Background: an optimization exercise with open tools, aiming at small area and a short achievable clock period. Do not read the settings as production practice.
In this exercise RTL edits were held to simulation tests only and were not proved equivalent to the original.

==> flow/design.v, too long to show whole: its modules and the start of the top module <==
// module frame_bank: 26 lines
// module add_sk: 32 lines
// module butterfly: 13 lines
// module add_cs: 33 lines
// module fft_stage: 36 lines
// module sample_loader: 28 lines
// module mul46341_tree: 500 lines
// module rot3_tree: 873 lines
// module fft16: 265 lines
module fft16 (
	input logic clk,
	input logic reset,
	input fft_pkg::sample_t realin,
	input fft_pkg::sample_t imagin,
	input logic startin,
	output fft_pkg::sample_t realout,
	output fft_pkg::sample_t imagout,
	output logic startout
);
  // ...
==> flow/flow/run.sh <==
#!/bin/bash
# Standard layout, with timing repair aiming for more setup slack than the
# clock period needs. Each step's output also goes to orfs/logs.
set -euo pipefail
MARGIN=$(cat flow/margin.txt)
bash standard.sh synth > synth.log 2>&1
bash standard.sh SETUP_SLACK_MARGIN="$MARGIN" finish > layout.log 2>&1
==> flow/flow/margin.txt <==
7.7
==> flow/standard.sh <==
#!/bin/bash
# synth_recipe.tcl (not shown) runs the flow's synth.tcl, then flattens the netlist and writes it again
# the make line also repeats each setting of config.mk as NAME=value (left out here)
make -C /OpenROAD-flow-scripts/flow DESIGN_CONFIG=/design/flow/config.mk WORK_HOME=/design/flow/orfs CLKGATE_MAP_FILE= SYNTH_SCRIPT=/design/flow/synth_recipe.tcl "${@:-finish}"
==> flow/config.mk <==
export PLATFORM = sky130hd
export DESIGN_NAME = fft16
export DESIGN_NICKNAME = fft16
export VERILOG_FILES = /design/flow/design.v
export SDC_FILE = /design/flow/constraint.sdc
export NUM_CORES = 4
export LEC_CHECK = 0
export CAP_MARGIN = 20
export CORE_MARGIN = 2
export CORE_UTILIZATION = 72
export CTS_CLUSTER_DIAMETER = 100
export CTS_CLUSTER_SIZE = 30
export PLACE_DENSITY = 0.85
export SLEW_MARGIN = 20
==> flow/constraint.sdc <==
create_clock -name core_clock -period 11.0 [get_ports {clk}]
set_input_delay 2.2000 -clock core_clock [delete_from_list [all_inputs] [get_ports {clk}]]
set_output_delay 2.2000 -clock core_clock [all_outputs]
set_load 0.01 [all_outputs]
==> out/qor.csv, run 1 <==
metric,value,unit
multi_input_area_share,44.6,%
setup_violations,0,
routedWlPerCell,18.9,microns
cp_cell_sequence,buf_6,
hp-start,u_x03.dl_im[1][18],
ys_ff_latch,1869,
grt_usage,28.7,%
met3_usage,3.13,%
synthXorXnorAreaFrac,4.16,%
hold_depth,0,
row_count,121,
fin_skew,34.8,ps
synthesis.nets,8231,
post_cts_buffers,64,
layout.nonclk_buf_share,2.16,%
synth_top_area_cell,dfxtp_1,
synth.most_common_cell,dfxtp_1,
critical_path_class,flip-flop to primary output,
synth_common_cells,"1852 x dfxtp_1, 966 x inv_1, 622 x ha_1",
min_to,u_x03.dl_im[2][18],
synthMuxAreaShare,6.72,%
final_hold_viol_count,0,
design.seq.count,1869,
status,"complete, no violations",
synth-edff-count,0,
worstPathRequired,8800,ps
worst_setup_path_end_kind,primary output,
cts_buffers,73,
==> run 2, diff against run 1 <==
--- a/flow/config.mk
+++ b/flow/config.mk
@@ -12,3 +12,2 @@
 export CTS_CLUSTER_SIZE = 30
-export PLACE_DENSITY = 0.85
 export SLEW_MARGIN = 20
==> run 2 against run 1 <==
  * Critical path depth unchanged
  * Worst setup slack improved by 26 ps
  * Non-clock buffer count increased by 6
  * Synthesized area unchanged
  * Synthesized cell count unchanged
  * Die area unchanged
  * Cell area about the same
  * Sequential share of layout area about the same
  * Clock skew decreased by 14 ps
  * Largest cell class unchanged
  * Highest routed layer is now met5
==> out/qor.csv, run 2 <==
metric,value,unit,change
status,"complete, no violations",,
die_w,335,microns,
initial_core_util,72.5,%,
yosys_warnings,38,,
grt-busiest-layer,met2,,
ys_seq_area_share,47.6,%,
maxSlewViolCount,0,,
worstPathRequired,8800,ps,about the same
row_count,121,,unchanged
cts_root_buffer,clkbuf_16,,
slew_headroom,30.8,%,
worstSetupStartpointType,flip-flop,,
synth_top_area_cell,dfxtp_1,,
synth.most_common_cell,dfxtp_1,,
fin_nets,8331,,
hold_class,flip-flop to flip-flop,,
syn-cell-area,78800,sq um,
rsz0062_at_grt,true,,
clk_pin_slew,120,ps,
cts.sinks,1869,,
antenna_found_initial,4,,
critical_path_class,flip-flop to primary output,,
routedWlPerCell,18.1,microns,-4.0%
met3_usage,2.97,%,-0.16 points
cts.path.max_buffers,3,,
grt_overflow,0,,
final_antenna_net_count,0,,
hold_ws,321,ps,
worstPathArrival,1150,ps,
num_vias,47100,,
syn_to_final_growth,7.81,%,
cp_num_buf_inv,1,,
die-area,112000,sq um,
dp_slack,7010,ps,
drc_errors,0,,
synth-edff-count,0,,unchanged
clk_latency,690,ps,
cts_tree,yes,,
die_y,335,microns,
ys_types,80,,
finalWorstSetupSlack,7650,ps,
layout_common_cells,"1762 x dfxtp_1, 943 x inv_1, 607 x ha_1, 451 x nor2_1, 420 x fa_1",,
synth_area_leaders,"dfxtp_1 47%, fa_1 11%, ha_1 9.9%",,
final_hold_viol_count,0,,unchanged
final_area,84900,sq um,
grtUsageMet1,35.3,%,
layout_min_cycle_time,3350,ps,
dp_hpwl,117000,microns,
synthFlopType,dfxtp_1,,
setup_violations,0,,unchanged
grtUsageMet2,50.1,%,
place_area,80800,sq um,
ys_ff_latch,1869,,unchanged
synth_common_cells,"1852 x dfxtp_1, 966 x inv_1, 622 x ha_1",,
grt_max_degree,99,,
max_cap_violations,0,,
fin_skew,21.0,ps,-13.8 ps
final_common_cell,dfxtp_1,,
synthesis.nets,8231,,unchanged
vias_per_cell,5.44,,
portBuffers,83,,
fmax,0.298,GHz,
cpMaxStageDelayCell,dfxtp_2,,
reg_top3,"u_s0.dl_im: 160 flops, u_s0.dl_re: 160 flops",,
tns,0,ps,
cts_buffers,72,,-1.4%
fp.coreArea,109000,sq um,
ff2ff_setup_slack,7730,ps,
async_reset_ff_share,0.910,%,
cp_cell_sequence,buf_6,,
synth_cells,7115,,
drtIter0Drc,2566,,
synth.avg_cell_area,11.1,sq um,
dr.pass1.iters,8,,
fin_crit_sh,30.5,%,
first_global_vias,48000,,
grt_first_pass_wirelength,250000,microns,
tightest_slew,1040,ps,
drive_above_1_share,11.9,%,
routed_wl,157000,microns,
worst_setup_path_end_kind,primary output,,
routabilityCongestion,0.946,,
grt_usage,28.0,%,-0.67 points
critPathMaxStageDelay,370,ps,
netlist.area_leader.share,47.1,%,
htreeDepth,3,,
cp_top_family,flip-flops,,
pin_count,84,,
crit_fanout,1,,
[run 2: cell counts after synthesis]
Identical to the previous run, type by type.
[run 2: worst paths after layout]
| kind | start | end | cells past startpoint |
|---|---|---|---|
| setup / recovery | realout[18] | realout[18] | 1 |
| max in group asynchronous | reset | f3 | 3 |
| min in group asynchronous | reset | u_li.v | 3 |
| hold / removal | u_s1.dl_re[2][6] | u_s1.dl_re[3][6] | 0 |
| hold reg to reg | u_s1.dl_re[2][6] | u_s1.dl_re[3][6] | 0 |
| setup reg to reg | u_s2.out_re[0] | op_u[16] | 14 |
[run 2: kinds of logic after synthesis]
group,Yosys count,synth area share (%)
compound gates,1046,8.09
xor+xnor,374,4.16
fa+ha+maj,1073,21.3
buf+inv,1170,5.58
flops,1869,47.6
mux,450,6.72
simple gates,1133,6.49
[run 2: layer usage]
| metal | part of all wire [%] | vias to the layer above | wire, microns |
|---|---|---|---|
| li1 | - | 23100 | - |
| met1 | 42 | 22900 | 66600 |
| met2 | 51 | 769 | 79700 |
| met3 | 2.9 | 283 | 4520 |
| met4 | 3.8 | 4 | 6040 |
| met5 | 0.017 | - | 27 |
[run 2: what timing repair did]
action / CTS / global route
hold endpoints to repair: 0 / 0
hold buffers: 0 / 0
gates cloned: 0 / 0
setup buffers: 57 / 66
resized for setup: 320 / 215
pin swaps: 44 / 127
setup endpoints to repair: 146 / 173
[run 2: cell type report]
| cell class | instances | area (sq um) |
|---|---|---|
| Sequential cell | 1869 | 37700 |
| Fill cell | 7013 | 23800 |
| Clock inverter | 8 | 104 |
| Multi-Input combinational cell | 4076 | 37900 |
| Tap cell | 1414 | 1770 |
| Clock buffer | 83 | 1910 |
| Timing Repair Buffer | 225 | 1880 |
| Antenna cell | 1 | 2.50 |
| Inverter | 971 | 3660 |
[run 2: metrics by stage]
step           utilization [%]  instances
4_1_cts                   76.9       8580
3_5_place_dp              74.3       8432
3_3_place_gp              74.3       8432
5_1_grt                   78.1       8646
6_report                  78.1       8647
2_1_floorplan                -       7115
==> run 3, diff against run 2 <==
--- a/flow/config.mk
+++ b/flow/config.mk
@@ -12,2 +12,3 @@
 export CTS_CLUSTER_SIZE = 30
+export GPL_ROUTABILITY_DRIVEN = 0
 export SLEW_MARGIN = 20
==> run 3 against run 2 <==
  * Sequential share of layout area grew 0.13 points
  * Routed wire length shrank 2.7%
  * Cell area decreased by 0.28%
  * Critical endpoint is now imagout[7]
  * First-iteration DRC count grew 9.0%
  * Flip-flop and latch count is the same
  * Highest routed layer unchanged
  * Synthesized cell count unchanged
  * Worst setup slack got worse by 27 ps
  * Register-to-register slack about the same
  * Clock-buffer cell count fell by 4
==> out/qor.csv, run 3 <==
metric,value,unit,change
ys_types,80,,unchanged
worstSetupStartpointType,flip-flop,,
antenna_found_initial,4,,unchanged
cts_tree,yes,,
fin_crit_sh,30.7,%,+0.25 points
die_w,335,microns,unchanged
reg_top3,"u_s0.dl_im: 160 flops, u_s0.dl_re: 160 flops",,
clk_latency,710,ps,+20 ps
ys_seq_area_share,47.6,%,unchanged
die-area,112000,sq um,unchanged
synth_area_leaders,"dfxtp_1 47%, fa_1 11%, ha_1 9.9%",,
worstPathArrival,1180,ps,+30 ps
status,"complete, no violations",,
first_global_vias,47700,,-0.64%
cts_root_buffer,clkbuf_16,,
htreeDepth,3,,unchanged
clk_pin_slew,100,ps,-20 ps
cp_cell_sequence,buf_6,,
max_cap_violations,0,,unchanged
grt_overflow,0,,unchanged
synthesis.nets,8231,,unchanged
routed_wl,153000,microns,-2.7%
netlist.area_leader.share,47.1,%,unchanged
synth_top_area_cell,dfxtp_1,,
cts_buffers,72,,unchanged
layout_min_cycle_time,3380,ps,+27.1 ps
syn_to_final_growth,7.51,%,
worstPathRequired,8800,ps,about the same
grt_usage,27.3,%,-0.77 points
post-place-cells,8431,,-0.012%
cts.path.max_buffers,3,,unchanged
synth.most_common_cell,dfxtp_1,,
critical_path_class,flip-flop to primary output,,
final_common_cell,dfxtp_1,,
cp_num_buf_inv,1,,unchanged
hold_buffers,0,,unchanged
vias_per_cell,5.44,,about the same
initial_core_util,72.5,%,unchanged
drtIter0Drc,2796,,+9.0%
maxSlewViolCount,0,,unchanged
dr.pass1.iters,5,,-3
ys_ff_latch,1869,,unchanged
worst_setup_path_end_kind,primary output,,
row_count,121,,unchanged
fp.coreArea,109000,sq um,unchanged
fmax,0.296,GHz,-0.80%
synth.avg_cell_area,11.1,sq um,unchanged
grt_first_pass_wirelength,245000,microns,-2.1%
crit_fanout,1,,unchanged
dp_hpwl,114000,microns,-2.2%
synth_common_cells,"1852 x dfxtp_1, 966 x inv_1, 622 x ha_1",,
pin_count,84,,unchanged
die_y,335,microns,unchanged
hold_class,flip-flop to flip-flop,,
cp_top_family,flip-flops,,
grt_max_degree,102,,+3.0%
synth-edff-count,0,,unchanged
final_hold_viol_count,0,,unchanged
tns,0,ps,unchanged
routedWlPerCell,17.7,microns,-2.4%
tightest_slew,1020,ps,-17.7 ps
critPathMaxStageDelay,370,ps,about the same
final_cells,8621,,-0.30%
drive_above_1_share,11.5,%,-0.39 points
fin_nets,8308,,-0.28%
setup_violations,0,,unchanged
fin_skew,41.3,ps,+20.3 ps
syn-cell-area,78800,sq um,unchanged
yosys_warnings,38,,unchanged
num_vias,46900,,-0.38%
layout_common_cells,"1758 x dfxtp_1, 947 x inv_1, 604 x ha_1, 451 x nor2_1, 425 x fa_1",,
synth_cells,7115,,unchanged
cpMaxStageDelayCell,dfxtp_2,,
rsz0062_at_grt,true,,
final_antenna_net_count,0,,unchanged
cts.sinks,1869,,unchanged
final-seq-area,37700,sq um,about the same
synthFlopType,dfxtp_1,,
multi_input_area,37900,sq um,about the same
portBuffers,83,,unchanged
async_reset_ff_share,0.910,%,unchanged
drc_errors,0,,unchanged
slew_headroom,32.0,%,+1.2 points
nFillCells,7129,,+1.7%
## run 3: cell counts after synthesis
Identical to the previous run, type by type.
## run 3: through the flow
step           cell area, sq um  utilization [%]  hold WS [ps]  setup slack [ps]
3_3_place_gp              80800             74.3           310              7010
4_1_cts                   83500             76.8           317              7570
5_1_grt                   84700             77.9           315              7560
6_report                  84700             77.9           308              7620
3_5_place_dp              80800             74.3           312              6910
2_1_floorplan             78800                -           310              7700
## run 3: cell families after synthesis
logic type	synth area share, %
xor+xnor	4.16
buf+inv	5.58
compound gates	8.09
flops	47.6
fa+ha+maj	21.3
mux	6.72
simple gates	6.49
## run 3: timing repair
item / CTS / global route
resized for setup: 313 / 215
setup buffers: 43 / 58
endpoints found under the setup margin: 144 / 188
pin swaps: 57 / 120
## run 3: routing by layer
| layer | wire (microns) | GRT usage, % |
|---|---|---|
| met3 | 4690 | 3.11 |
| met4 | 6700 | 10.8 |
| met2 | 76300 | 47.7 |
| met1 | 65000 | 34.7 |
| met5 | 21 | 0 |
## run 3: path summary, 6_finish.rpt
| path | startpoint | endpoint | slack (ps) | depth (start not counted) |
|---|---|---|---|---|
| setup reg to reg | u_s2.out_re[0] | op_u[17] | 7720 | 17 |
| hold reg to reg | u_x03.dl_im[2][7] | u_x03.dl_im[3][7] | 310 | 0 |
| max in group asynchronous | reset | sel12 | 8860 | 3 |
| setup / recovery | imagout[7] | imagout[7] | 7620 | 1 |
| min in group asynchronous | reset | u_li.v | 1870 | 3 |
| hold / removal | u_x03.dl_im[2][7] | u_x03.dl_im[3][7] | 310 | 0 |
## run 3: final cells by class
| class | count | area share [%] |
|---|---|---|
| clock inverter | 9 | 0.188 |
| antenna | 1 | 0.00296 |
| clock buffer | 79 | 2.17 |
| timing repair buffer | 202 | 1.98 |
| multi-input combinational | 4076 | 44.7 |
| sequential | 1869 | 44.5 |
| tap | 1414 | 2.09 |
| inverter | 971 | 4.34 |
==> run 4, diff against run 3 <==
--- a/flow/config.mk
+++ b/flow/config.mk
@@ -10,5 +10,5 @@
 export CORE_UTILIZATION = 72
+export CTS_BUF_LIST = sky130_fd_sc_hd__clkbuf_4 sky130_fd_sc_hd__clkbuf_8 sky130_fd_sc_hd__clkbuf_16
 export CTS_CLUSTER_DIAMETER = 100
 export CTS_CLUSTER_SIZE = 30
-export GPL_ROUTABILITY_DRIVEN = 0
 export SLEW_MARGIN = 20
==> run 4 against run 3 <==
  * Largest cell class unchanged
  * Sequential share of layout area down 0.11 points
  * Critical path depth unchanged
  * Critical endpoint is now realout[18]
  * Cell area up 0.25%
  * Non-clock buffer count up 20
  * Still clean
  * Clock-buffer cell count up 4
  * Hold slack better by 14 ps
==> out/qor.csv, run 4 <==
metric,value,unit,change
ys_types,80,,unchanged
vias_per_cell,5.43,,-0.11%
tightest_slew,1020,ps,+4.58 ps
die-area,112000,sq um,unchanged
clk_pin_slew,120,ps,+20 ps
worst-r2r-cell-count,7,,-10
met3_usage,3.00,%,-0.11 points
fin_crit_sh,30.5,%,-0.24 points
synth_compound_area_share,8.09,%,unchanged
fp.coreArea,109000,sq um,unchanged
first_global_vias,48000,,+0.62%
layout_common_cells,"1761 x dfxtp_1, 943 x inv_1, 608 x ha_1, 451 x nor2_1, 421 x fa_1",,
ys_seq_area_share,47.6,%,unchanged
routedWlPerCell,18.1,microns,+2.3%
routabilityCongestion,0.946,,
critPathLaunch,realout[18],,
grtUsageMet1,35.3,%,+0.65 points
clk_latency,690,ps,-20 ps
pin_count,84,,unchanged
row_count,121,,unchanged
synthFlopType,dfxtp_1,,
worstPathArrival,1150,ps,-30 ps
synthesis.nets,8231,,unchanged
dp_slack,7010,ps,+95.5 ps
drtIter0Drc,2605,,-6.8%
rsz0062_at_grt,true,,
slew_headroom,31.7,%,-0.31 points
cts.sinks,1869,,unchanged
worstPathRequired,8800,ps,about the same
fmax,0.298,GHz,+0.79%
crit_fanout,1,,unchanged
final_common_cell,dfxtp_1,,
syn-cell-area,78800,sq um,unchanged
async_reset_ff_share,0.910,%,unchanged
hold_depth,0,,unchanged
portBuffers,83,,unchanged
hold_class,flip-flop to flip-flop,,
cts.path.max_buffers,3,,unchanged
final_cells,8645,,+0.28%
cpMaxStageDelayCell,dfxtp_2,,
cp_top_family,flip-flops,,
netlist.area_leader.share,47.1,%,unchanged
path_depth,1,,unchanged
synth_area_leaders,"dfxtp_1 47%, fa_1 11%, ha_1 9.9%",,
grtUsageMet2,50.1,%,+2.4 points
dp_hpwl,117000,microns,+2.2%
critical_path_class,flip-flop to primary output,,
grt_usage,28.0,%,+0.79 points
initial_core_util,72.5,%,unchanged
maxSlewViolCount,0,,unchanged
final_util,78.1,%,+0.19 points
die_w,335,microns,unchanged
synth-edff-count,0,,unchanged
synthXorXnorAreaFrac,4.16,%,unchanged
cts_root_buffer,clkbuf_16,,
grt-busiest-layer,met2,,
hp-start,u_s1.dl_re[2][6],,
grt_overflow,0,,unchanged
routed_wl,157000,microns,+2.6%
worstSetupStartpointType,flip-flop,,
synthMuxAreaShare,6.72,%,unchanged
syn_to_final_growth,7.77,%,
die_y,335,microns,unchanged
fin_skew,22.1,ps,-19.2 ps
finalWorstSetupSlack,7650,ps,+26.5 ps
critPathMaxStageDelay,370,ps,about the same
synth_top_family_by_area,adder cells,,
synth.most_common_cell,dfxtp_1,,
synthAdderAreaFrac,21.3,%,unchanged
synth_common_cells,"1852 x dfxtp_1, 966 x inv_1, 622 x ha_1",,
final_hold_viol_count,0,,unchanged
tns,0,ps,unchanged
status,"complete, no violations",,
reg2reg_from,op_v[19],,
cp_cell_sequence,buf_6,,
post-place-cells,8432,,+0.012%
setup_violations,0,,unchanged
synth.avg_cell_area,11.1,sq um,unchanged
ys_ff_latch,1869,,unchanged
worst_setup_path_end_kind,primary output,,
grt_max_degree,99,,-2.9%
fin_nets,8328,,+0.24%
drc_errors,0,,unchanged
final_antenna_net_count,0,,unchanged
cts_tree,yes,,
yosys_warnings,38,,unchanged
max_cap_violations,0,,unchanged
synth_simple_gate_area_share,6.49,%,unchanged
grt_first_pass_wirelength,250000,microns,+2.2%
dr.pass1.iters,7,,+2
drive_above_1_share,11.9,%,+0.39 points
antenna_found_initial,4,,unchanged
layout_min_cycle_time,3350,ps,-26.5 ps
htreeDepth,3,,unchanged
cp_num_buf_inv,1,,unchanged
num_vias,47000,,+0.17%
synth_top_area_cell,dfxtp_1,,
reg_top3,"u_s0.dl_im: 160 flops, u_s0.dl_re: 160 flops",,
cts_buffers,72,,unchanged
synth_cells,7115,,unchanged
-- run 4: cell counts after synthesis --
Identical to the previous run, type by type.
-- run 4: logic make-up after synthesis --
| logic type | after synthesis |
|---|---|
| flip-flops | 1869 |
| buffers and inverters | 1170 |
| AND/OR/NAND/NOR | 1133 |
| adder cells (fa/ha/maj) | 1073 |
| AO/OA/AOI/OAI | 1046 |
| multiplexers | 450 |
| XOR/XNOR | 374 |
-- run 4: worst paths after layout --
kind,to,slack [ps]
max,realout[18],7650
min,u_s1.dl_re[3][6],320
max reg2reg,q3b[6],7730
min reg2reg,u_s1.dl_re[3][6],320
max in group asynchronous,f3,8850
min in group asynchronous,u_lh.v,1910
-- run 4: what timing repair did --
action,in CTS,in global routing
pin swaps,44,123
resized for setup,320,209
hold buffers,0,0
setup endpoints to repair,146,170
buffers inserted,57,63
cloned,0,0
-- run 4: layer usage --
metal	vias to the layer above	part of all wire [%]
li1	23100	-
met1	22800	42
met2	753	51
met3	285	2.9
met4	4	3.9
met5	-	0.017
-- run 4: final cells by class --
class | instances | area [sq um]
Antenna cell | 2 | 5.00
Clock buffer | 83 | 1930
Clock inverter | 8 | 104
Fill cell | 7009 | 23800
Inverter | 971 | 3660
Multi-Input combinational cell | 4076 | 37900
Sequential cell | 1869 | 37700
Tap cell | 1414 | 1770
Timing Repair Buffer | 222 | 1860
-- run 4: per-stage QoR --
stage,hold slack [ps],instance area [sq um]
after floorplan,310,78800
after global placement,310,80800
after detailed placement,312,80800
after CTS,321,83700
after global routing,328,84900
final,323,84900
==> run 5, diff against run 4 <==
==> flow/run.sh (new file) <==
#!/bin/bash
# synth_recipe.tcl (not shown) runs the flow's synth.tcl, then flattens the netlist and writes it again
# the make line also repeats each setting of config.mk as NAME=value (left out here)
make -C /OpenROAD-flow-scripts/flow DESIGN_CONFIG=/design/flow/config.mk WORK_HOME=/design/flow/orfs CLKGATE_MAP_FILE= SYNTH_SCRIPT=/design/flow/synth_recipe.tcl finish
--- a/flow/config.mk
+++ b/flow/config.mk
@@ -10,5 +10,5 @@
 export CORE_UTILIZATION = 72
-export CTS_BUF_LIST = sky130_fd_sc_hd__clkbuf_4 sky130_fd_sc_hd__clkbuf_8 sky130_fd_sc_hd__clkbuf_16
 export CTS_CLUSTER_DIAMETER = 100
 export CTS_CLUSTER_SIZE = 30
+export SETUP_SLACK_MARGIN = 5
 export SLEW_MARGIN = 20
removed: flow/flow/run.sh
removed: flow/flow/margin.txt
removed: flow/standard.sh
==> run 5 against run 4 <==
  * Largest cell class is now flip-flops and latches
  * Non-clock buffer count shrank 119
  * Synthesized cell count unchanged
  * Sequential share of layout area grew 0.85 points
  * Die area unchanged
  * Still clean on timing, DRC and antenna
  * Fmax shrank 14%
  * First-iteration DRC count fell by 12%
  * Cell count is 1.4% lower
  * Global-route usage down 0.66 points
  * Clock skew up 21 ps
  * Core utilization shrank 1.8 points
==> out/qor.csv, run 5 <==
metric,value,unit,change
status,"complete, no violations",,
fin_crit_sh,35.4,%,+4.9 points
fin_nets,8211,,-1.4%
synth-edff-count,0,,unchanged
synthFlopType,dfxtp_1,,
synth.avg_cell_area,11.1,sq um,unchanged
synth_top_family_by_area,adder cells,,
finalWorstSetupSlack,7110,ps,-535 ps
synth_compound_area_share,8.09,%,unchanged
ys_ff_latch,1869,,unchanged
htreeDepth,3,,unchanged
worstPathRequired,11590,ps,+2790 ps
layout_min_cycle_time,3890,ps,+535 ps
routabilityCongestion,0.944,,-0.21%
cts_tree,yes,,
dr.pass1.iters,5,,-2
setup_violations,0,,unchanged
hold_class,flip-flop to flip-flop,,
cts.sinks,1869,,unchanged
ys_seq_area_share,47.6,%,unchanged
worstSetupStartpointType,flip-flop,,
slew_headroom,30.3,%,-1.4 points
worst_setup_path_end_kind,flip-flop,,
synthesis.nets,8231,,unchanged
critical_path_class,flip-flop to flip-flop,,
drc_errors,0,,unchanged
synthXorXnorAreaFrac,4.16,%,unchanged
reg_top3,"u_s0.dl_im: 160 flops, u_s0.dl_re: 160 flops",,
worstPathArrival,4480,ps,+3330 ps
ff2ff_setup_slack,7110,ps,-620 ps
final_antenna_net_count,0,,unchanged
vias_per_cell,5.43,,about the same
syn-cell-area,78800,sq um,unchanged
hold_buffers,0,,unchanged
routed_wl,152000,microns,-2.9%
synth.most_common_cell,dfxtp_1,,
die_w,335,microns,unchanged
max_cap_violations,0,,unchanged
pin_count,84,,unchanged
die-area,112000,sq um,unchanged
clk_pin_slew,110,ps,about the same
crit_fanout,4,,+3
num_vias,46300,,-1.4%
synth_simple_gate_area_share,6.49,%,unchanged
fmax,0.257,GHz,-14%
synth_top_area_cell,dfxtp_1,,
routedWlPerCell,17.8,microns,-1.6%
yosys_warnings,38,,unchanged
grt_usage,27.4,%,-0.66 points
drtIter0Drc,2285,,-12%
synth_area_leaders,"dfxtp_1 47%, fa_1 11%, ha_1 9.9%",,
async_reset_ff_share,0.910,%,unchanged
dp_slack,6980,ps,-26.2 ps
drive_above_1_share,6.19,%,-5.7 points
post_cts_buffers,0,,-100%
row_count,121,,unchanged
rsz0062_at_grt,false,,
tns,0,ps,unchanged
portBuffers,83,,unchanged
dp_hpwl,117000,microns,+0.19%
tightest_slew,1040,ps,+20.7 ps
cts_root_buffer,clkbuf_16,,
synthAdderAreaFrac,21.3,%,unchanged
initial_core_util,72.5,%,unchanged
insertedDiodeCount,0,,-2
ys_types,80,,unchanged
synth_common_cells,"1852 x dfxtp_1, 966 x inv_1, 622 x ha_1",,
syn_to_final_growth,5.34,%,
synth_cells,7115,,unchanged
netlist.area_leader.share,47.1,%,unchanged
antenna_found_initial,2,,-2
first_global_vias,47400,,-1.3%
maxSlewViolCount,0,,unchanged
critPathLaunch,x2_im[0],,
cts_buffers,74,,+2.8%
fp.coreArea,109000,sq um,unchanged
grt_max_degree,100,,+1.0%
layout_common_cells,"1841 x dfxtp_1, 966 x inv_1, 622 x ha_1, 455 x nor2_1, 451 x fa_1",,
die_y,335,microns,unchanged
reg2reg_from,x2_im[0],,
grt_first_pass_wirelength,244000,microns,-2.6%
synthMuxAreaShare,6.72,%,unchanged
final_hold_viol_count,0,,unchanged
hp-start,u_s2.dl_im[0][17],,
final_common_cell,dfxtp_1,,
clk_latency,720,ps,+30 ps
cts.path.max_buffers,3,,unchanged
fin_skew,42.8,ps,+20.8 ps
grt_overflow,0,,unchanged
cts.repair.resized,0,,-100%
## run 5: cell count changes in the layout (fill, tap and decap cells not counted), moves of 24 or more
cell	previous run	this run
a21oi_1	388	415
buf_4	135	19
buf_6	24	0
clkdlybuf4s50_1	42	83
dfxtp_1	1761	1841
dfxtp_2	72	10
fa_1	421	451
fa_2	30	0
## run 5: cell type report
type                    count  area [sq um]
inverters                 971          3640
fillers                  7340         25700
multi-input cells        4076         36900
repair buffers            103           993
flip-flops and latches   1869         37500
clock inverters            15           287
well taps                1414          1770
clock buffers              79          1870
## run 5: logic make-up after synthesis
kind of cell / Yosys count
DFF: 1869
muxes: 450
and+or+nand+nor: 1133
adders and majority gates: 1073
xor gates and xnor gates: 374
buffers and inverters: 1170
AOI/OAI and AO/OA: 1046
## run 5: routing by layer
metal,share of wire [%],track usage [%]
met1,43,34.5
met2,50,48.5
met3,3.3,3.11
met4,3.6,10.2
met5,0,0
## run 5: critical path, stage by stage, from the launching register on
cell       delay (ps)
dfxtp_1           370
inv_1              60
ha_1              300
o21bai_1          110
fa_1              440
nor2b_1           140
o21bai_1          170
a21oi_1           130
o31ai_1           560
a2111oi_2         210
o21ba_2           270
nor2_1            170
o21bai_1          120
fa_1              440
xnor2_1           130
nand2_1            70
o21ai_0            90
## run 5: final timing paths
path                                      to  cells past startpoint
setup / recovery             u_s2.out_im[16]                     16
hold / removal             u_s2.dl_im[1][17]                      0
setup reg to reg             u_s2.out_im[16]                     16
hold reg to reg            u_s2.dl_im[1][17]                      0
max in group asynchronous                 f2                      2
min in group asynchronous             u_li.v                      2
## run 5: metrics by stage
step / std cells / utilization [%] / cell area (sq um) / hold WS [ps]
final: 8527 / 76.3 / 83000 / 301
after global routing: 8527 / 76.3 / 83000 / 304
after CTS: 8526 / 76.3 / 82900 / 305
after detailed placement: 8432 / 74.3 / 80800 / 312
after global placement: 8432 / 74.3 / 80800 / 310
after floorplan: 7115 / - / 78800 / 310
==> module fft16, before the edit <==
module fft16 (
	input logic clk,
	input logic reset,
	input fft_pkg::sample_t realin,
	input fft_pkg::sample_t imagin,
	input logic startin,
	output fft_pkg::sample_t realout,
	output fft_pkg::sample_t imagout,
	output logic startout
);
	logic va, vax, vb7, vb7x, vb, vbx, vc13, vc13x, vd, vdx, ve19, ve19x, vf, vfx, vg, vgx, vh, vhx, vi, vix;
	logic [3:0] na, nax, nb7, nb7x, nb, nbx, nc13, nc13x, nd, ndx, ne19, ne19x, nf, nfx, ng, ngx, nh, nhx, ni, nix;
	logic ve20;
	logic [3:0] ne20;
	assign vax = startin || (va && na != 4'd15);
	assign nax = startin ? 4'd0 : na + 4'd1;
	always_ff @(posedge clk)
	begin
		na <= nax;
		ne20 <= ne19;
	end
	always_ff @(posedge clk or posedge reset)
	begin
		if (reset)
		begin
			va <= 1'b0;
			ve20 <= 1'b0;
		end
		else
		begin
			va <= vax;
			ve20 <= ve19;
		end
	end
	sample_loader #(.OFF(7)) u_lb7 (.clk(clk), .reset(reset), .up_v(va), .up_n(na), .v(vb7), .n(nb7), .vx(vb7x), .nx(nb7x));        
	sample_loader #(.OFF(2)) u_lb (.clk(clk), .reset(reset), .up_v(vb7), .up_n(nb7), .v(vb), .n(nb), .vx(vbx), .nx(nbx));            
	sample_loader #(.OFF(4)) u_lc (.clk(clk), .reset(reset), .up_v(vb), .up_n(nb), .v(vc13), .n(nc13), .vx(vc13x), .nx(nc13x));      
	sample_loader #(.OFF(4)) u_ld (.clk(clk), .reset(reset), .up_v(vc13), .up_n(nc13), .v(vd), .n(nd), .vx(vdx), .nx(ndx));          
	sample_loader #(.OFF(2)) u_le (.clk(clk), .reset(reset), .up_v(vd), .up_n(nd), .v(ve19), .n(ne19), .vx(ve19x), .nx(ne19x));      
	sample_loader #(.OFF(4)) u_lf (.clk(clk), .reset(reset), .up_v(ve20), .up_n(ne20), .v(vf), .n(nf), .vx(vfx), .nx(nfx));          
	sample_loader #(.OFF(2)) u_lg (.clk(clk), .reset(reset), .up_v(vf), .up_n(nf), .v(vg), .n(ng), .vx(vgx), .nx(ngx));              
	sample_loader #(.OFF(2)) u_lh (.clk(clk), .reset(reset), .up_v(vg), .up_n(ng), .v(vh), .n(nh), .vx(vhx), .nx(nhx));              
	sample_loader #(.OFF(7)) u_li (.clk(clk), .reset(reset), .up_v(vh), .up_n(nh), .v(vi), .n(ni), .vx(vix), .nx(nix));              
	logic f0, rot0, f1, f2, f3, sel12, sel03;
	logic r2_m6, r2_mul, r2_m4;
	always_ff @(posedge clk or posedge reset)
	begin
		if (reset)
		begin
			f0 <= 1'b0;
			f1 <= 1'b0;
			f2 <= 1'b0;
			f3 <= 1'b0;
			sel12 <= 1'b0;
			sel03 <= 1'b0;
		end
		else
		begin
			f0 <= vax && nax[3];
			f1 <= vbx && nbx[2];
			f2 <= vdx && ndx[1];
			f3 <= vfx && nfx[0];
			sel12 <= vgx && ngx[2] && !ngx[1];
			sel03 <= vhx && nhx[3] && !nhx[0];
		end
	end
	always_ff @(posedge clk)
	begin
		rot0 <= nb7[3] && nb7[2];               
		r2_m6 <= nc13[2];
		r2_mul <= nc13[1] && nc13[3];
		r2_m4 <= nc13[1] && !nc13[3] && nc13[2];
	end
	logic signed [19:0] in_re, in_im;
	always_ff @(posedge clk)
	begin
		in_re <= realin;
		in_im <= imagin;
	end
	logic signed [19:0] s0_re, s0_im;
	logic s0_c;
	fft_stage #(.D(8)) u_s0 (
		.clk(clk), .f(f0), .rot(rot0),
		.raw_re(in_re), .raw_im(in_im),
		.x_re({in_re[19], in_re}), .x_im({in_im[19], in_im}), .c_re(1'b0), .c_im(1'b0),
		.out_re(s0_re), .out_im(s0_im), .c_out(s0_c)
	);
	logic signed [19:0] s1_re, s1_im;
	logic s1_c_unused;
	fft_stage #(.D(4)) u_s1 (
		.clk(clk), .f(f1), .rot(1'b0),
		.raw_re(s0_re), .raw_im(s0_im),
		.x_re({s0_re[19], s0_re}), .x_im({s0_im[19], s0_im}), .c_re(1'b0), .c_im(s0_c),
		.out_re(s1_re), .out_im(s1_im), .c_out(s1_c_unused)
	);
	logic signed [20:0] r2w_r, r2w_i;
	logic signed [19:0] r2a_re, r2a_im, r2b_re, r2b_im;
	logic r2a_c, r2b_c, r2a_mul, r2b_mul, r2a_m6;
	logic [20:0] h_ra, h_rb, h_ia, h_ib, q_ra, q_rb, q_ia, q_ib;
	logic hc_r, hc_i, q_cr, q_ci;
	logic [20:0] t2_r, t2_i;
	logic signed [20:0] x2_re, x2_im;
	logic x2_c;
	logic [20:0] a2, b2;
	add_sk #(.W(21)) u_a2 (.a({s1_re[19], s1_re}), .b({s1_im[19], s1_im}), .ci(1'b0), .s(a2));
	add_sk #(.W(21)) u_b2 (.a(~{s1_re[19], s1_re}), .b({s1_im[19], s1_im}), .ci(1'b1), .s(b2));
	always_ff @(posedge clk)
	begin
		r2w_r <= r2_m6 ? b2 : a2;
		r2w_i <= r2_m6 ? ~a2 : b2;
		r2a_re <= r2_m4 ? s1_im : s1_re;
		r2a_im <= r2_m4 ? ~s1_re : s1_im;
		r2a_c <= r2_m4;
		r2a_mul <= r2_mul;
		r2a_m6 <= r2_m6;
	end
	mul46341_tree u_t2r (.w(r2w_r), .corr(2'd0), .hi_a(h_ra), .hi_b(h_rb), .c16(hc_r));
	mul46341_tree u_t2i (.w(r2w_i), .corr({1'b0, r2a_m6}), .hi_a(h_ia), .hi_b(h_ib), .c16(hc_i));
	always_ff @(posedge clk)
	begin
		q_ra <= h_ra;
		q_rb <= h_rb;
		q_cr <= hc_r;
		q_ia <= h_ia;
		q_ib <= h_ib;
		q_ci <= hc_i;
		r2b_re <= r2a_re;
		r2b_im <= r2a_im;
		r2b_c <= r2a_c;
		r2b_mul <= r2a_mul;
	end
	add_sk #(.W(21)) u_t2_r (.a(q_ra), .b(q_rb), .ci(q_cr), .s(t2_r));
	add_sk #(.W(21)) u_t2_i (.a(q_ia), .b(q_ib), .ci(q_ci), .s(t2_i));
	always_ff @(posedge clk)
	begin
		x2_re <= r2b_mul ? t2_r : {r2b_re[19], r2b_re};
		x2_im <= r2b_mul ? t2_i : {r2b_im[19], r2b_im};
		x2_c <= !r2b_mul && r2b_c;
	end
	logic signed [19:0] s2_re, s2_im;
	logic s2_c_unused;
	fft_stage #(.D(2)) u_s2 (
		.clk(clk), .f(f2), .rot(1'b0),
		.raw_re(x2_re[19:0]), .raw_im(x2_im[19:0]),
		.x_re(x2_re), .x_im(x2_im), .c_re(1'b0), .c_im(x2_c),
		.out_re(s2_re), .out_im(s2_im), .c_out(s2_c_unused)
	);
	logic c_ph1, c_even, c_m6, c_usel, c_su, c_sv;
	logic n_ph1, n_even, n_m6, n_usel, n_su, n_sv;
	logic [2:0] n_m, n_p;
	logic signed [19:0] src_re, src_im, u3, v3;
	logic [20:0] a3, b3;
	logic signed [20:0] w_hold;
	logic signed [20:0] op_u;
	logic signed [19:0] op_v;
	logic op_even, op_su, op_sv;
	logic [20:0] h3a, h3b, q3a, q3b;
	logic [15:0] l3a, l3b, ql3a, ql3b;
	logic [20:0] t3, tr_q;
	logic signed [19:0] r3a_re, r3a_im, r3b_re, r3b_im, r3c_re, r3c_im;
	logic r3a_m4, r3b_c, r3c_c, r3a_mul, r3b_mul, r3c_mul;
	logic signed [20:0] x3_re, x3_im;
	logic x3_c;
	always_comb
	begin
		n_ph1 = ve19 && ne19[0] && (ne19[3] || ne19[2]);
		n_m = n_ph1 ? {ne19[1], ne19[2], ne19[3]} : {ne20[1], ne20[2], ne20[3]};
		n_even = !n_m[0];
		n_m6 = n_m[2];
		n_p = {n_m[2], n_m[1] & n_m[0], 1'b1};  
		case ({n_p[2:1], !n_ph1})
			3'b000: begin n_usel = 1'b0; n_su = 1'b0; n_sv = 1'b0; end  
			3'b001: begin n_usel = 1'b1; n_su = 1'b0; n_sv = 1'b1; end  
			3'b010: begin n_usel = 1'b1; n_su = 1'b0; n_sv = 1'b0; end  
			3'b011: begin n_usel = 1'b0; n_su = 1'b1; n_sv = 1'b0; end  
			3'b100: begin n_usel = 1'b1; n_su = 1'b0; n_sv = 1'b1; end  
			3'b101: begin n_usel = 1'b0; n_su = 1'b1; n_sv = 1'b1; end  
			3'b110: begin n_usel = 1'b0; n_su = 1'b1; n_sv = 1'b0; end  
			default: begin n_usel = 1'b1; n_su = 1'b1; n_sv = 1'b1; end  
		endcase
		if (n_even)
		begin
			n_su = !n_ph1 && n_m6;  
			n_sv = 1'b0;
		end
	end
	always_ff @(posedge clk)
	begin
		c_ph1 <= n_ph1;
		c_even <= n_even;
		c_m6 <= n_m6;
		c_usel <= n_usel;
		c_su <= n_su;
		c_sv <= n_sv;
	end
	always_comb
	begin
		src_re = c_ph1 ? s2_re : r3a_re;
		src_im = c_ph1 ? s2_im : r3a_im;
		u3 = (c_usel ? src_im : src_re) ^ {20{c_su}};
		v3 = (c_usel ? src_re : src_im) ^ {20{c_sv}};
	end
	add_sk #(.W(21)) u_a3 (.a({s2_re[19], s2_re}), .b({s2_im[19], s2_im}), .ci(1'b0), .s(a3));
	add_sk #(.W(21)) u_b3 (.a(~{s2_re[19], s2_re}), .b({s2_im[19], s2_im}), .ci(1'b1), .s(b3));
	always_ff @(posedge clk)
	begin
		op_u <= !c_even ? {u3[19], u3} : c_ph1 ? (c_m6 ? b3 : a3) : (c_m6 ? ~w_hold : w_hold);
		op_v <= c_even ? 20'd0 : v3;
		op_even <= c_even;
		op_su <= c_su;
		op_sv <= c_sv;
		w_hold <= c_m6 ? a3 : b3;
		r3a_re <= s2_re;
		r3a_im <= s2_im;
		r3a_m4 <= ve20 && ne20[0] && !ne20[3] && !ne20[2] && ne20[1];
		r3a_mul <= ve20 && ne20[0] && (ne20[3] || ne20[2]);
	end
	rot3_tree u_t3 (.u(op_u), .v(op_v), .even(op_even), .su(op_su), .sv(op_sv), .hi_a(h3a), .hi_b(h3b), .lo_a(l3a), .lo_b(l3b));
	always_ff @(posedge clk)
	begin
		q3a <= h3a;
		q3b <= h3b;
		ql3a <= l3a;
		ql3b <= l3b;
		r3b_re <= r3a_m4 ? r3a_im : r3a_re;
		r3b_im <= r3a_m4 ? ~r3a_re : r3a_im;
		r3b_c <= r3a_m4;
		r3b_mul <= r3a_mul;
	end
	add_cs u_t3f (.a(q3a), .b(q3b), .la(ql3a), .lb(ql3b), .s(t3));
	always_ff @(posedge clk)
	begin
		tr_q <= t3;
		r3c_re <= r3b_re;
		r3c_im <= r3b_im;
		r3c_c <= r3b_c;
		r3c_mul <= r3b_mul;
		x3_re <= r3c_mul ? tr_q : {r3c_re[19], r3c_re};
		x3_im <= r3c_mul ? t3 : {r3c_im[19], r3c_im};
		x3_c <= !r3c_mul && r3c_c;
	end
	logic signed [19:0] s3_re, s3_im;
	logic s3_c_unused;
	fft_stage #(.D(1)) u_s3 (
		.clk(clk), .f(f3), .rot(1'b0),
		.raw_re(x3_re[19:0]), .raw_im(x3_im[19:0]),
		.x_re(x3_re), .x_im(x3_im), .c_re(1'b0), .c_im(x3_c),
		.out_re(s3_re), .out_im(s3_im), .c_out(s3_c_unused)
	);
	logic signed [19:0] x12_re, x12_im, x03_re, x03_im;
	frame_bank #(.L(2)) u_x12 (
		.clk(clk), .sel(sel12),
		.in_re(s3_re), .in_im(s3_im), .out_re(x12_re), .out_im(x12_im)
	);
	frame_bank #(.L(7)) u_x03 (
		.clk(clk), .sel(sel03),
		.in_re(x12_re), .in_im(x12_im), .out_re(x03_re), .out_im(x03_im)
	);
	always_ff @(posedge clk)
	begin
		realout <= (vi && !reset) ? x03_re : '0;
		imagout <= (vi && !reset) ? x03_im : '0;
		startout <= vi && !reset && ni == 4'd0;
	end
endmodule
==> run 6, diff against run 5 <==
--- a/flow/design.v
+++ b/flow/design.v
@@ -1809,7 +1809,16 @@
 	);
-	always_ff @(posedge clk)
+	always_ff @(posedge clk or posedge reset)
 	begin
-		realout <= (vi && !reset) ? x03_re : '0;
-		imagout <= (vi && !reset) ? x03_im : '0;
-		startout <= vi && !reset && ni == 4'd0;
+		if (reset)
+		begin
+			realout <= '0;
+			imagout <= '0;
+			startout <= 1'b0;
+		end
+		else
+		begin
+			realout <= vi ? x03_re : '0;
+			imagout <= vi ? x03_im : '0;
+			startout <= vi && ni == 4'd0;
+		end
 	end
--- a/flow/config.mk
+++ b/flow/config.mk
@@ -9,6 +9,3 @@
 export CORE_MARGIN = 2
-export CORE_UTILIZATION = 72
-export CTS_CLUSTER_DIAMETER = 100
-export CTS_CLUSTER_SIZE = 30
-export SETUP_SLACK_MARGIN = 5
+export CORE_UTILIZATION = 40
 export SLEW_MARGIN = 20
==> run 6 against run 5 <==
  * Synthesized cell count is 0.41% higher
  * Clock-buffer cell count is 178 higher
  * Critical path depth is 1 higher
  * Worst setup slack worse by 710 ps
  * Cell count is 18% higher
  * Fmax is 15% lower
  * Global-route usage is 11 points lower
==> out/qor.csv, run 6 <==
metric,value,unit,change
critical_path_class,flip-flop to flip-flop,,
final_antenna_net_count,0,,unchanged
async_reset_ff_share,3.10,%,+2.2 points
hold_class,flip-flop to flip-flop,,
routedWlPerCell,16.0,microns,-10%
dr_wl_met2,77800,microns,+2.5%
maxSlewViolCount,0,,unchanged
slew_headroom,25.4,%,-4.9 points
cp_top_family,compound AO/OA/AOI/OAI gates,,
clk_latency,830,ps,+110 ps
num_vias,46600,,+0.54%
routed_wl,160000,microns,+5.4%
cts_buffers,188,,+150%
synthFlopType,dfxtp_1,,
netlist.area_leader.share,46.0,%,-1.1 points
cts_root_buffer,clkbuf_16,,
worstPathArrival,5210,ps,+730 ps
layout_common_cells,"1800 x dfxtp_1, 1000 x inv_1, 622 x ha_1, 451 x fa_1, 440 x nor2_1",,
routabilityCongestion,0.863,,-8.5%
r2r-end,u_s1.out_im[16],,
cts.sinks,1869,,unchanged
ff2ff_setup_slack,6400,ps,-710 ps
layout_min_cycle_time,4600,ps,+709 ps
dp_hpwl,121000,microns,+3.4%
fmax,0.217,GHz,-15%
die_w,448,microns,+34%
fin_crit_sh,41.8,%,+6.4 points
syn_to_final_growth,13.0,%,
synth_cells,7144,,+0.41%
hold_depth,0,,unchanged
synthesis.nets,8260,,+0.35%
fin_nets,8360,,+1.8%
grt_max_degree,94,,-6.0%
reg2reg_from,u_s0.out_im[0],,
ys_ff_latch,1869,,unchanged
hold_ws,283,ps,-17.6 ps
highest_layer,met5,,
cp_num_buf_inv,1,,unchanged
die-area,201000,sq um,+79%
cts_tree,yes,,
synth_area_leaders,"dfxtp_1 46%, fa_1 11%, ha_1 9.9%",,
drtIter0Drc,1987,,-13%
row_count,162,,+34%
clk_pin_slew,60,ps,-50 ps
drive_above_1_share,8.32,%,+2.1 points
synth-edff-count,0,,unchanged
htreeDepth,4,,+1
synth.most_common_cell,dfxtp_1,,
ys_seq_area_share,47.8,%,+0.20 points
worstSetupStartpointType,flip-flop,,
synth.avg_cell_area,11.0,sq um,-0.28%
hp-start,u_s2.dl_re[0][1],,
grt_usage,16.2,%,-11 points
grt_first_pass_wirelength,259000,microns,+6.2%
synth_top_area_cell,dfxtp_1,,
status,"complete, no violations",,
yosys_warnings,38,,unchanged
final_hold_viol_count,0,,unchanged
initial_core_util,40.4,%,-32 points
cp_cell_sequence,inv_1 > ha_1 > o21bai_1 > fa_1 > nor2b_1 > o21bai_1 > a21oi_1 > o41ai_1 > o311ai_0 > a21oi_1 > o21bai_1 > a21oi_1 > o21bai_1 > fa_1 > xnor2_1 > nand2_1 > o21ai_0,,
finalWorstSetupSlack,6400,ps,-709 ps
crit_fanout,3,,-1
max_cap_violations,0,,unchanged
final_common_cell,dfxtp_1,,
reg_top3,"u_s0.dl_im: 160 flops, u_s0.dl_re: 160 flops",,
vias_per_cell,4.64,,-14%
dr.pass1.iters,6,,+1
grt_overflow,0,,unchanged
antenna_found_initial,5,,+3
fin_skew,66.1,ps,+23.2 ps
wl_met1,73500,microns,+12%
fp.coreArea,195000,sq um,+80%
critPathMaxStageDelay,720,ps,+160 ps
cts.path.max_buffers,3,,unchanged
rsz0062_at_grt,false,,
setup_violations,0,,unchanged
post_cts_buffers,0,,unchanged
synth_common_cells,"1811 x dfxtp_1, 1001 x inv_1, 622 x ha_1",,
wl_met3,5090,microns,+2.2%
cts.repair.resized,0,,unchanged
drc_errors,0,,unchanged
worst-r2r-cell-count,17,,+1
worst_setup_path_end_kind,flip-flop,,
ys_types,76,,-5.0%
die_y,448,microns,+34%
cp_common_cell,o21bai_1,,
pin_count,84,,unchanged
tightest_slew,1110,ps,+64.9 ps
hold_buffers,0,,unchanged
first_global_vias,48500,,+2.4%
dp_slack,6380,ps,-602 ps
syn-cell-area,78900,sq um,+0.12%
worstPathRequired,11610,ps,+20 ps
tns,0,ps,unchanged
min_to,u_s2.dl_re[1][1],,
portBuffers,83,,unchanged
cpMaxStageDelayCell,o41ai_1,,
-- run 6: how the worst max path moves through the flow --
stage | cells past startpoint | endpoint | slack, ps | start
after global placement | 17 | u_s1.out_im[16] | 6310 | u_s0.out_im[0]
final | 17 | u_s1.out_im[16] | 6400 | u_s0.out_im[0]
after floorplan | 10 | ql3b[13] | 7330 | u_t3.k[34]
after detailed placement | 17 | u_s1.out_im[16] | 6380 | u_s0.out_im[0]
after CTS | 17 | u_s1.out_im[16] | 6300 | u_s0.out_im[0]
after global routing | 17 | u_s1.out_im[16] | 6030 | u_s0.out_im[0]
-- run 6: cell type report --
cell class                 instances  area, sq um
fill                           18000       106000
sequential                      1869        37700
multi-input combinational       4076        36600
clock buffer                     257         5340
inverter                        1002         3760
tap                             2624         3280
clock inverter                    89         1310
timing repair buffer             107         1010
antenna                            2         5.00
-- run 6: routing by layer --
metal	vias to the layer above	GRT usage [%]
li1	23300	-
met1	22400	20.8
met2	570	28.2
met3	249	2.53
met4	2	4.59
met5	-	0
-- run 6: cells by family after synthesis --
| family | count (synthesis) | synth area share [%] |
|---|---|---|
| buf+inv | 1199 | 5.71 |
| fa+ha+maj | 1073 | 21.3 |
| flops | 1869 | 47.8 |
| simple gates | 1135 | 6.53 |
| xor+xnor | 388 | 4.31 |
| mux | 392 | 5.89 |
| compound gates | 1088 | 8.43 |
-- run 6: per-stage QoR --
stage,utilization [%],cells,instance area [sq um]
floorplan,-,7144,78900
global placement,42.2,9678,82400
detailed placement,42.2,9678,82400
CTS,45.6,10000,89100
global route,45.6,10000,89100
finish,45.6,10000,89100
-- run 6: worst register-to-register path, stage by stage, from the launching register on --
cell and delay, ps:
dfxtp_1 360, inv_1 60, ha_1 290, o21bai_1 90, fa_1 440, nor2b_1 160
o21bai_1 180, a21oi_1 150, o41ai_1 720, o311ai_0 370, a21oi_1 390, o21bai_1 150
a21oi_1 240, o21bai_1 120, fa_1 410, xnor2_1 130, nand2_1 60, o21ai_0 100

port drivers added, routing unchanged:
How much do the figures lean on ideal ports? The routed layouts below were timed once more, with nothing changed but the port constraints.
Step 1, drivers: a clkbuf_16 drives clk and a buf_2 each remaining input, both assumed.
Step 2 moves the port delays by t, midway between the first and last clock arrival at a register: inputs arrive t later, outputs are due t later. That takes back most of the time a late clock gives input paths.
Three values: no drivers, after step 1, after step 2; two values: the first two.
| run | t, ns | setup slack, ns | worst setup path at the end |
|---|---|---|---|
| run 1 | 0.763 | 7.621 / 7.552 / 7.187 | input to register |
| run 2 | 0.756 | 7.647 / 7.575 / 7.440 | input to register |
| run 3 | 0.764 | 7.620 / 7.548 / 7.366 | input to register |
| run 4 | 0.756 | 7.646 / 7.574 / 7.461 | input to register |
| run 5 | 0.777 | 7.111 / 7.108 / 7.026 | input to register |
| run 6 | 0.879 | 6.402 / 6.402 / 6.402 | register to register |
After both steps setup and hold are still met in every run listed. For run 1, which loses most, drivers alone change the setup slack by -0.069 ns; drivers and shift together by -0.434 ns.
